This design comes from an exercise in tuning for small area, a short achievable clock period and few clock cycles on the open sky130 flow, not from production work.
Only simulation tests tie the RTL to the original design; equivalence was not proved.
No activity file was given, so power comes from the tool's default toggle rates.

$ cat design.v
`timescale 1ns / 1ps
package trtcm_pkg;
  localparam int WordW    = 64;
  localparam int HalfW    = WordW / 2;
  localparam int LenW     = 16;
  localparam int ColorW   = 2;
  localparam int CfgIdxW  = 3;
  localparam int InDataW  = 80;    
  localparam int OutDataW = 8;     
  localparam int DivSteps = WordW;
  localparam int DivCntW  = $clog2(DivSteps);
  localparam int MulSteps = 4;     
  localparam int MulCntW  = $clog2(MulSteps + 1);
  typedef logic [WordW-1:0]  word_t;
  typedef logic [ColorW-1:0] color_t;
  localparam color_t COLOR_GREEN  = 2'd0;
  localparam color_t COLOR_YELLOW = 2'd1;
  localparam color_t COLOR_RED    = 2'd2;
  localparam logic [CfgIdxW-1:0] CFG_PEAK_PERIOD  = 3'd0;
  localparam logic [CfgIdxW-1:0] CFG_PEAK_RATE    = 3'd1;
  localparam logic [CfgIdxW-1:0] CFG_COMM_PERIOD  = 3'd2;
  localparam logic [CfgIdxW-1:0] CFG_COMM_RATE    = 3'd3;
  localparam logic [CfgIdxW-1:0] CFG_PEAK_BURST   = 3'd4;
  localparam logic [CfgIdxW-1:0] CFG_COMM_BURST   = 3'd5;
  localparam logic [CfgIdxW-1:0] CFG_COUNT_BYTES  = 3'd6;
  typedef struct packed {
    logic load;        
    logic side;
    logic div_start;
    logic mul_start;
    logic fill;        
    logic decide;      
    logic pass;        
    logic out_load;
  } cmd_t;
  typedef struct packed {
    logic peak_zero;
    logic comm_zero;
    logic div_done;
    logic mul_done;
    logic out_free;
  } status_t;
endpackage
`timescale 1ns / 1ps
module trtcm_div (
  input  logic                 clk,
  input  logic                 rst,
  input  logic                 start,
  input  trtcm_pkg::word_t     dividend,
  input  trtcm_pkg::word_t     divisor,
  output logic                 done,
  output trtcm_pkg::word_t     quotient,
  output trtcm_pkg::word_t     remainder
);
  logic [trtcm_pkg::DivCntW-1:0] cnt;
  logic                          busy;
  trtcm_pkg::word_t              quo;
  trtcm_pkg::word_t              rem;
  logic [trtcm_pkg::WordW:0]     rem_sh;
  logic [trtcm_pkg::WordW:0]     diff;
  logic                          fits;
  assign rem_sh = {rem, quo[trtcm_pkg::WordW-1]};
  assign diff   = rem_sh - {1'b0, divisor};
  assign fits   = ~diff[trtcm_pkg::WordW];
  always_ff @(posedge clk) begin
    if (rst) begin
      busy <= 1'b0;
      done <= 1'b0;
      cnt  <= '0;
    end else begin
      done <= 1'b0;
      if (start) begin
        busy <= 1'b1;
        cnt  <= '0;
      end else if (busy) begin
        cnt <= cnt + 1'b1;
        if (cnt == trtcm_pkg::DivCntW'(trtcm_pkg::DivSteps - 1)) begin
          busy <= 1'b0;
          done <= 1'b1;
        end
      end
    end
  end
  always_ff @(posedge clk) begin
    if (start) begin
      quo <= dividend;
      rem <= '0;
    end else if (busy) begin
      rem <= fits ? diff[trtcm_pkg::WordW-1:0] : rem_sh[trtcm_pkg::WordW-1:0];
      quo <= {quo[trtcm_pkg::WordW-2:0], fits};
    end
  end
  assign quotient  = quo;
  assign remainder = rem;
endmodule
`timescale 1ns / 1ps
module trtcm_dp (
  input  logic                              clk,
  input  logic                              rst,
  input  logic                              cfg_we,
  input  logic [trtcm_pkg::CfgIdxW-1:0]     cfg_index,
  input  trtcm_pkg::word_t                  cfg_data,
  input  logic [trtcm_pkg::InDataW-1:0]     in_data,
  input  logic                              out_ready,
  input  trtcm_pkg::cmd_t                   cmd,
  output trtcm_pkg::status_t                status,
  output logic                              out_valid,
  output trtcm_pkg::color_t                 out_color
);
  trtcm_pkg::word_t peak_period, peak_rate, comm_period, comm_rate;
  trtcm_pkg::word_t peak_burst, comm_burst;
  logic             count_bytes;
  trtcm_pkg::word_t peak_stamp, comm_stamp, peak_tokens, comm_tokens;
  logic [trtcm_pkg::LenW-1:0] len;
  trtcm_pkg::word_t           now;
  trtcm_pkg::word_t           tp, tc, stamp_p_new, stamp_c_new;
  trtcm_pkg::color_t          color;
  trtcm_pkg::word_t div_dividend, div_divisor, div_quot, div_rem;
  logic             div_done;
  trtcm_pkg::word_t                mul_a, mul_b, pp;
  logic [trtcm_pkg::MulCntW-1:0]   mcnt;
  logic                            mbusy, mul_done, pp_valid;
  logic [1:0]                      pp_sh;
  logic [2*trtcm_pkg::WordW-1:0]   acc, pp_wide;
  logic [trtcm_pkg::HalfW-1:0]     a_half, b_half;
  trtcm_pkg::word_t           held, burst, tok, charge, prod;
  logic [trtcm_pkg::WordW:0]  sum;
  logic                       prod_sat, red, yellow;
  always_ff @(posedge clk) begin
    if (rst) begin
      peak_period <= '0;
      peak_rate   <= '0;
      comm_period <= '0;
      comm_rate   <= '0;
      peak_burst  <= '0;
      comm_burst  <= '0;
      count_bytes <= 1'b0;
    end else if (cfg_we) begin
      case (cfg_index)
        trtcm_pkg::CFG_PEAK_PERIOD: peak_period <= cfg_data;
        trtcm_pkg::CFG_PEAK_RATE:   peak_rate   <= cfg_data;
        trtcm_pkg::CFG_COMM_PERIOD: comm_period <= cfg_data;
        trtcm_pkg::CFG_COMM_RATE:   comm_rate   <= cfg_data;
        trtcm_pkg::CFG_PEAK_BURST:  peak_burst  <= cfg_data;
        trtcm_pkg::CFG_COMM_BURST:  comm_burst  <= cfg_data;
        trtcm_pkg::CFG_COUNT_BYTES: count_bytes <= cfg_data[0];
        default: ;
      endcase
    end
  end
  always_ff @(posedge clk) begin
    if (cmd.load) begin
      len <= in_data[trtcm_pkg::LenW-1:0];
      now <= in_data[trtcm_pkg::LenW +: trtcm_pkg::WordW];
    end
  end
  assign div_dividend = now - (cmd.side ? comm_stamp : peak_stamp);
  assign div_divisor  = cmd.side ? comm_period : peak_period;
  trtcm_div u_div (
    .clk       (clk),
    .rst       (rst),
    .start     (cmd.div_start),
    .dividend  (div_dividend),
    .divisor   (div_divisor),
    .done      (div_done),
    .quotient  (div_quot),
    .remainder (div_rem)
  );
  assign a_half  = mcnt[0] ? mul_a[trtcm_pkg::WordW-1:trtcm_pkg::HalfW]
                           : mul_a[trtcm_pkg::HalfW-1:0];
  assign b_half  = mcnt[1] ? mul_b[trtcm_pkg::WordW-1:trtcm_pkg::HalfW]
                           : mul_b[trtcm_pkg::HalfW-1:0];
  assign pp_wide = {{trtcm_pkg::WordW{1'b0}}, pp} << (trtcm_pkg::HalfW * pp_sh);
  always_ff @(posedge clk) begin
    if (rst) begin
      mbusy    <= 1'b0;
      mul_done <= 1'b0;
      mcnt     <= '0;
      pp_valid <= 1'b0;
    end else begin
      mul_done <= 1'b0;
      if (cmd.mul_start) begin
        mbusy    <= 1'b1;
        mcnt     <= '0;
        pp_valid <= 1'b0;
      end else if (mbusy) begin
        mcnt     <= mcnt + 1'b1;
        pp_valid <= (mcnt < trtcm_pkg::MulCntW'(trtcm_pkg::MulSteps));
        if (mcnt == trtcm_pkg::MulCntW'(trtcm_pkg::MulSteps)) begin
          mbusy    <= 1'b0;
          mul_done <= 1'b1;
        end
      end
    end
  end
  always_ff @(posedge clk) begin
    if (cmd.mul_start) begin
      mul_a <= (cmd.side && status.comm_zero) ? '0 : div_quot;
      mul_b <= cmd.side ? comm_rate : peak_rate;
      acc   <= '0;
    end else if (mbusy) begin
      pp    <= a_half * b_half;
      pp_sh <= 2'(mcnt[0]) + 2'(mcnt[1]);
      if (pp_valid) begin
        acc <= acc + pp_wide;
      end
    end
  end
  assign prod     = acc[trtcm_pkg::WordW-1:0];
  assign prod_sat = |acc[2*trtcm_pkg::WordW-1:trtcm_pkg::WordW];
  assign held     = cmd.side ? comm_tokens : peak_tokens;
  assign burst    = cmd.side ? comm_burst : peak_burst;
  assign sum      = {1'b0, held} + {1'b0, prod};
  assign tok      = (prod_sat || sum[trtcm_pkg::WordW] ||
                     (sum[trtcm_pkg::WordW-1:0] > burst)) ? burst
                                                         : sum[trtcm_pkg::WordW-1:0];
  always_ff @(posedge clk) begin
    if (cmd.fill) begin
      if (cmd.side) begin
        tc          <= tok;
        stamp_c_new <= status.comm_zero ? comm_stamp : now - div_rem;
      end else begin
        tp          <= tok;
        stamp_p_new <= now - div_rem;
      end
    end
  end
  assign charge = count_bytes ? trtcm_pkg::WordW'(len) : trtcm_pkg::WordW'(1);
  assign red    = charge > tp;
  assign yellow = charge > tc;
  always_ff @(posedge clk) begin
    if (rst) begin
      peak_stamp  <= '0;
      comm_stamp  <= '0;
      peak_tokens <= '0;
      comm_tokens <= '0;
    end else if (cmd.decide) begin
      peak_stamp  <= stamp_p_new;
      comm_stamp  <= stamp_c_new;
      peak_tokens <= red ? tp : tp - charge;
      comm_tokens <= (red || yellow) ? tc : tc - charge;
    end
  end
  always_ff @(posedge clk) begin
    if (cmd.pass) begin
      color <= trtcm_pkg::COLOR_GREEN;
    end else if (cmd.decide) begin
      color <= red ? trtcm_pkg::COLOR_RED :
               yellow ? trtcm_pkg::COLOR_YELLOW : trtcm_pkg::COLOR_GREEN;
    end
  end
  always_ff @(posedge clk) begin
    if (rst) begin
      out_valid <= 1'b0;
    end else if (cmd.out_load) begin
      out_valid <= 1'b1;
    end else if (out_ready) begin
      out_valid <= 1'b0;
    end
  end
  always_ff @(posedge clk) begin
    if (cmd.out_load) begin
      out_color <= color;
    end
  end
  assign status.peak_zero = (peak_period == '0);
  assign status.comm_zero = (comm_period == '0);
  assign status.div_done  = div_done;
  assign status.mul_done  = mul_done;
  assign status.out_free  = ~out_valid | out_ready;
endmodule
`timescale 1ns / 1ps
module trtcm_ctrl (
  input  logic                 clk,
  input  logic                 rst,
  input  logic                 s_tvalid,
  output logic                 s_tready,
  input  trtcm_pkg::status_t   status,
  output trtcm_pkg::cmd_t      cmd
);
  localparam logic [2:0] S_IDLE   = 3'd0;
  localparam logic [2:0] S_START  = 3'd1;
  localparam logic [2:0] S_DIV    = 3'd2;
  localparam logic [2:0] S_MUL    = 3'd3;
  localparam logic [2:0] S_SIDE2  = 3'd4;
  localparam logic [2:0] S_DECIDE = 3'd5;
  localparam logic [2:0] S_OUT    = 3'd6;
  logic [2:0] state, state_next;
  logic       side, side_next;
  always_ff @(posedge clk) begin
    if (rst) begin
      state <= S_IDLE;
      side  <= 1'b0;
    end else begin
      state <= state_next;
      side  <= side_next;
    end
  end
  assign s_tready = (state == S_IDLE);
  always_comb begin
    state_next = state;
    side_next  = side;
    cmd        = '0;
    cmd.side   = side;
    case (state)
      S_IDLE: begin
        if (s_tvalid) begin
          cmd.load   = 1'b1;
          side_next  = 1'b0;
          state_next = S_START;
        end
      end
      S_START: begin
        if (status.peak_zero) begin
          cmd.pass   = 1'b1;
          state_next = S_OUT;
        end else begin
          cmd.div_start = 1'b1;
          state_next    = S_DIV;
        end
      end
      S_DIV: begin
        if (status.div_done) begin
          cmd.mul_start = 1'b1;
          state_next    = S_MUL;
        end
      end
      S_MUL: begin
        if (status.mul_done) begin
          cmd.fill = 1'b1;
          if (side) begin
            state_next = S_DECIDE;
          end else begin
            side_next  = 1'b1;
            state_next = S_SIDE2;
          end
        end
      end
      S_SIDE2: begin
        if (status.comm_zero) begin
          cmd.mul_start = 1'b1;
          state_next    = S_MUL;
        end else begin
          cmd.div_start = 1'b1;
          state_next    = S_DIV;
        end
      end
      S_DECIDE: begin
        cmd.decide = 1'b1;
        state_next = S_OUT;
      end
      S_OUT: begin
        if (status.out_free) begin
          cmd.out_load = 1'b1;
          state_next   = S_IDLE;
        end
      end
      default: begin
        state_next = S_IDLE;
      end
    endcase
  end
endmodule
`timescale 1ns / 1ps
module two_rate_three_color_meter_core (
  input  logic                                clk,
  input  logic                                rst,
  input  logic                                cfg_we,
  input  logic [trtcm_pkg::CfgIdxW-1:0]       cfg_index,
  input  logic [trtcm_pkg::WordW-1:0]         cfg_data,
  input  logic                                s_tvalid,
  output logic                                s_tready,
  input  logic [trtcm_pkg::InDataW-1:0]       s_tdata,   
  output logic                                m_tvalid,
  input  logic                                m_tready,
  output logic [trtcm_pkg::OutDataW-1:0]      m_tdata    
);
  trtcm_pkg::cmd_t    cmd;
  trtcm_pkg::status_t status;
  trtcm_pkg::color_t  out_color;
  trtcm_ctrl u_ctrl (
    .clk      (clk),
    .rst      (rst),
    .s_tvalid (s_tvalid),
    .s_tready (s_tready),
    .status   (status),
    .cmd      (cmd)
  );
  trtcm_dp u_dp (
    .clk       (clk),
    .rst       (rst),
    .cfg_we    (cfg_we),
    .cfg_index (cfg_index),
    .cfg_data  (cfg_data),
    .in_data   (s_tdata),
    .out_ready (m_tready),
    .cmd       (cmd),
    .status    (status),
    .out_valid (m_tvalid),
    .out_color (out_color)
  );
  assign m_tdata = {{(trtcm_pkg::OutDataW - trtcm_pkg::ColorW){1'b0}}, out_color};
endmodule
$ cat run.sh
#!/bin/bash
# synth_recipe.tcl (not shown) runs the flow's synth.tcl, then flattens the netlist and writes it again
# the make line also repeats each setting of config.mk as NAME=value (left out here)
make -C /OpenROAD-flow-scripts/flow DESIGN_CONFIG=/design/flow/config.mk WORK_HOME=/design/flow/orfs CLKGATE_MAP_FILE= SYNTH_SCRIPT=/design/flow/synth_recipe.tcl finish
$ cat config.mk
export PLATFORM = sky130hd
export DESIGN_NAME = two_rate_three_color_meter_core
export DESIGN_NICKNAME = two_rate_three_color_meter_core
export VERILOG_FILES = /design/flow/design.v
export SDC_FILE = /design/flow/constraint.sdc
export NUM_CORES = 4
export LEC_CHECK = 0
export CAP_MARGIN = 20
export CORE_MARGIN = 2
export CORE_UTILIZATION = 40
export SLEW_MARGIN = 20
$ cat constraint.sdc
create_clock -name core_clock -period 11.0 [get_ports {clk}]
set_input_delay 2.2000 -clock core_clock [delete_from_list [all_inputs] [get_ports {clk}]]
set_output_delay 2.2000 -clock core_clock [all_outputs]
set_load 0.01 [all_outputs]
==> results_dict.tcl <==
set metrics [dict create \
    worstPathArrival_ps 10830 \
    cap_violations 0 \
    synth_enable_flop_cells 596 \
    final-hold-violation-count 0 \
    cts_setup_buffers 0 \
    worstSetupEndpointType "register" \
    synthTopCellsByArea "fa_1 16%, edfxtp_1 15%, dfxtp_1 15%" \
    outcome "no timing/DRC/antenna violations" \
    fin_crit_sh 0.930 \
    dpl.cell_count 16593 \
    grt_use_total 0.271 \
    area.growth.synth_to_final_pct 9.40 \
    synthesis.yosys.warnings 3 \
    avgSynthCellArea_sq_um 8.78 \
    startpoint_type "register" \
    cts_buffers 171 \
    synth_top_area_share 0.156 \
    criticalPathCategory "register to register" \
    slowest_stage "mux2i_4" \
    synth_async_sr_flop_share 0 \
    postSynthCellCount 13212 \
    synth_top_area_cell "fa_1" \
    num_vias 95785 \
    power.leakage_uw 0.0526 \
    clockBufferDepth 4 \
    ctsHoldBuffers 0 \
    antenna_found_initial 15 \
    die_w_um 542 \
    io_buffers 155 \
    relSlewSlack 0.247 \
    p_per_area_nw_per_um2 187 \
    crit_family "adder cells" \
    hp-class "register to register" \
    core_area_sq_um 288000 \
    ys_seq_area_frac 0.302 \
    die_area_sq_um 294000 \
    drc 0 \
    dpl.hpwl_um 315000 \
    start_util 0.402 \
    post_cts_resized 0 \
    setup_slack_ps 774 \
    comb_power_share 0.480 \
    worst_hold_slack_ps 432 \
    fin_tns_setup_ps 0 \
    cp_common_cell "fa_1" \
    p_seq_frac 0.280 \
    clk_pin_slew_ps 60 \
    layout-drive-gt1-share 0.0653 \
    yosys_most_used_dff "dfxtp_1" \
    dieHeight_um 542 \
    first_global_vias 91034 \
    drv_slew 0 \
    grt_first_pass_wirelength_um 601000 \
    stdcell_count 16901 \
    required_ps 11600 \
    grt_setup_unrepaired "no" \
    ys_types 86 \
    critPathBufInv 7 \
    cts_tree "done" \
    power.internal_uw 14100 \
    row_count 197 \
    overflow 0 \
    vdd.ir_drop.worst_mv 0.336 \
    first_pass_iters 7 \
    fmax_mhz 97.8 \
    cts-root-buf "clkbuf_16" \
    drtIter0Drc 9831 \
    power.share.switching 0.408 \
    htreeDepth 4 \
    critPathMaxStageDelay_ps 910 \
    cts.sinks 1450 \
    finalWirelength_um 408000 \
    ys_seq_elements 1450 \
    antenna_left 0 \
    nets 14783 \
    insertion_delay_ps 860 \
    finalSetupViolCount 0 \
    cp_max_fo 37 \
    clockPowerShare 0.239 \
    routedWlPerCell_um 24.1 \
    fin_crit_ps 10230 \
    dp_slack_ps 901 \
    tightest_slew_ps 1120 \
    grt_max_degree 230 \
    switching_power_uw 9680 \
    clock_skew_ps 89.4 \
    syn_area_sq_um 116000 \
    gp_congestion 1.00 \
    via_per_inst 5.67 \
    pin_count 162 \
]
metrics by stage:
step,util,instance area [sq um],power (uW)
global placement,0.421,121000,18100
detailed placement,0.421,121000,18100
global route,0.440,127000,25100
floorplan,-,116000,14500
CTS,0.440,127000,23800
finish,0.440,127000,23700
Yosys cell counts (13+ instances only):
cell type,count
a211oi_1,108
nand2b_1,63
clkbuf_1,684
buf_1,43
a22o_1,33
inv_1,1128
a221oi_1,33
a31oi_1,73
and3_1,56
dfxtp_1,854
ha_1,743
xnor2_1,297
mux2i_1,342
xor2_1,188
edfxtp_1,596
nor2_1,1076
nor2b_1,100
nand4_1,150
a21o_1,357
o31ai_1,43
and4_1,13
mux2_2,249
a21boi_0,28
o21bai_1,109
and2_1,136
o21ai_0,467
nor4_1,95
a21oi_1,1272
or2_2,25
nor3_1,175
nand2_1,2187
o2111ai_1,13
or3_1,67
nand3_1,123
a311oi_1,45
o21a_1,57
or4_1,15
a31o_2,39
fa_1,903
o211ai_1,30
routing by layer:
| metal | vias to the layer above | track usage | wire length [um] |
|---|---|---|---|
| met5 | - | 0 | 0 |
| met4 | 0 | 0.116 | 20000 |
| met3 | 720 | 0.0390 | 31800 |
| met2 | 3811 | 0.416 | 178000 |
| met1 | 46877 | 0.380 | 178000 |
| li1 | 44377 | - | - |
power groups by stage:
stage	registers (uW)	logic [uW]	clock network, uW
finish	6660	11400	5670
global route	6670	12500	5960
global placement	6760	11300	0
CTS	6640	11400	5750
detailed placement	6760	11300	0
floorplan	6610	7850	0
worst paths after layout:
check                             startpoint                     endpoint  slack, ps  depth (start not counted)
setup / recovery   u_dp.mcnt[1]$_SDFFE_PP0P_        u_dp.pp[63]$_DFFE_PP_        770                         30
hold / removal    u_dp.color[1]$_SDFFE_PP0N_  u_dp.out_color[1]$_DFFE_PP_        430                          0
setup reg to reg   u_dp.mcnt[1]$_SDFFE_PP0P_        u_dp.pp[63]$_DFFE_PP_        770                         30
hold reg to reg   u_dp.color[1]$_SDFFE_PP0N_  u_dp.out_color[1]$_DFFE_PP_        430                          0
flip-flops by register name, indices dropped and copies added (netlist names), 16 cells and up:
register,cells
u_dp.peak_burst,64
u_dp.u_div.rem,64
u_dp.pp,64
u_dp.now,64
u_dp.stamp_p_new,64
u_dp.peak_rate,64
u_dp.peak_tokens,64
u_dp.peak_stamp,64
u_dp.mul_b,64
u_dp.peak_period,64
u_dp.acc,128
u_dp.len,16
u_dp.comm_burst,64
u_dp.comm_rate,64
u_dp.comm_stamp,64
u_dp.stamp_c_new,64
u_dp.comm_period,64
u_dp.comm_tokens,64
u_dp.u_div.quo,64
u_dp.tp,64
u_dp.mul_a,64
u_dp.tc,64
cell usage in the layout (no fill, tap or decap), drive strengths merged, types with 188 or more instances in the layout:
cell type,n
xnor2,297
fa,903
a21oi,1272
nand2,2187
nor2,1076
clkbuf,237
inv,1136
mux2i,342
xor2,188
edfxtp,596
a21o,357
mux2,260
o21ai,470
ha,743
dfxtp,854
area by class of cell:
cell class / instances / area [sq um]
timing repair buffer: 341 / 3040
multi-input combinational: 9891 / 74300
antenna: 8 / 20.0
inverter: 1130 / 4250
tap: 3781 / 4730
clock inverter: 63 / 589
sequential: 1450 / 35000
clock buffer: 237 / 4870
fill: 28197 / 161000
logic make-up after synthesis:
family | Yosys count | synth area share
and+or+nand+nor | 4322 | 0.161
AOI/OAI and AO/OA | 2830 | 0.148
buffers and inverters | 1876 | 0.0613
xor gates and xnor gates | 485 | 0.0366
DFF | 1450 | 0.302
muxes | 602 | 0.0548
adders and majority gates | 1646 | 0.236
other | 1 | 0.0000323
Testbench counts, summed over its fixed seeds: cycles 282,248.

## separate check: timing with driven ports
Ports are ideal in the flow. The routed layout listed here was re-timed in OpenROAD. Step 1 assumes that a clkbuf_16 drives the clock port and a buf_2 every other input. Step 2 also shifts input and output timing later by t, the mid clock arrival at the registers, as if the neighbouring blocks saw the same clock. a / b / c = no drivers / after step 1 / after step 2; a / b = the first two.
t (ns): 0.921
setup slack, ns: 0.774 / 0.774 / 0.774
hold WS [ns]: 0.432 / 0.432 / 0.432
latest minus earliest clock arrival (ns): 0.091 / 0.091
worst data-port slew with drivers (ns): 0.16
After both steps setup and hold are still met in this run. The setup slack of this run moves by 0.000 ns with the drivers and by 0.000 ns with both steps.
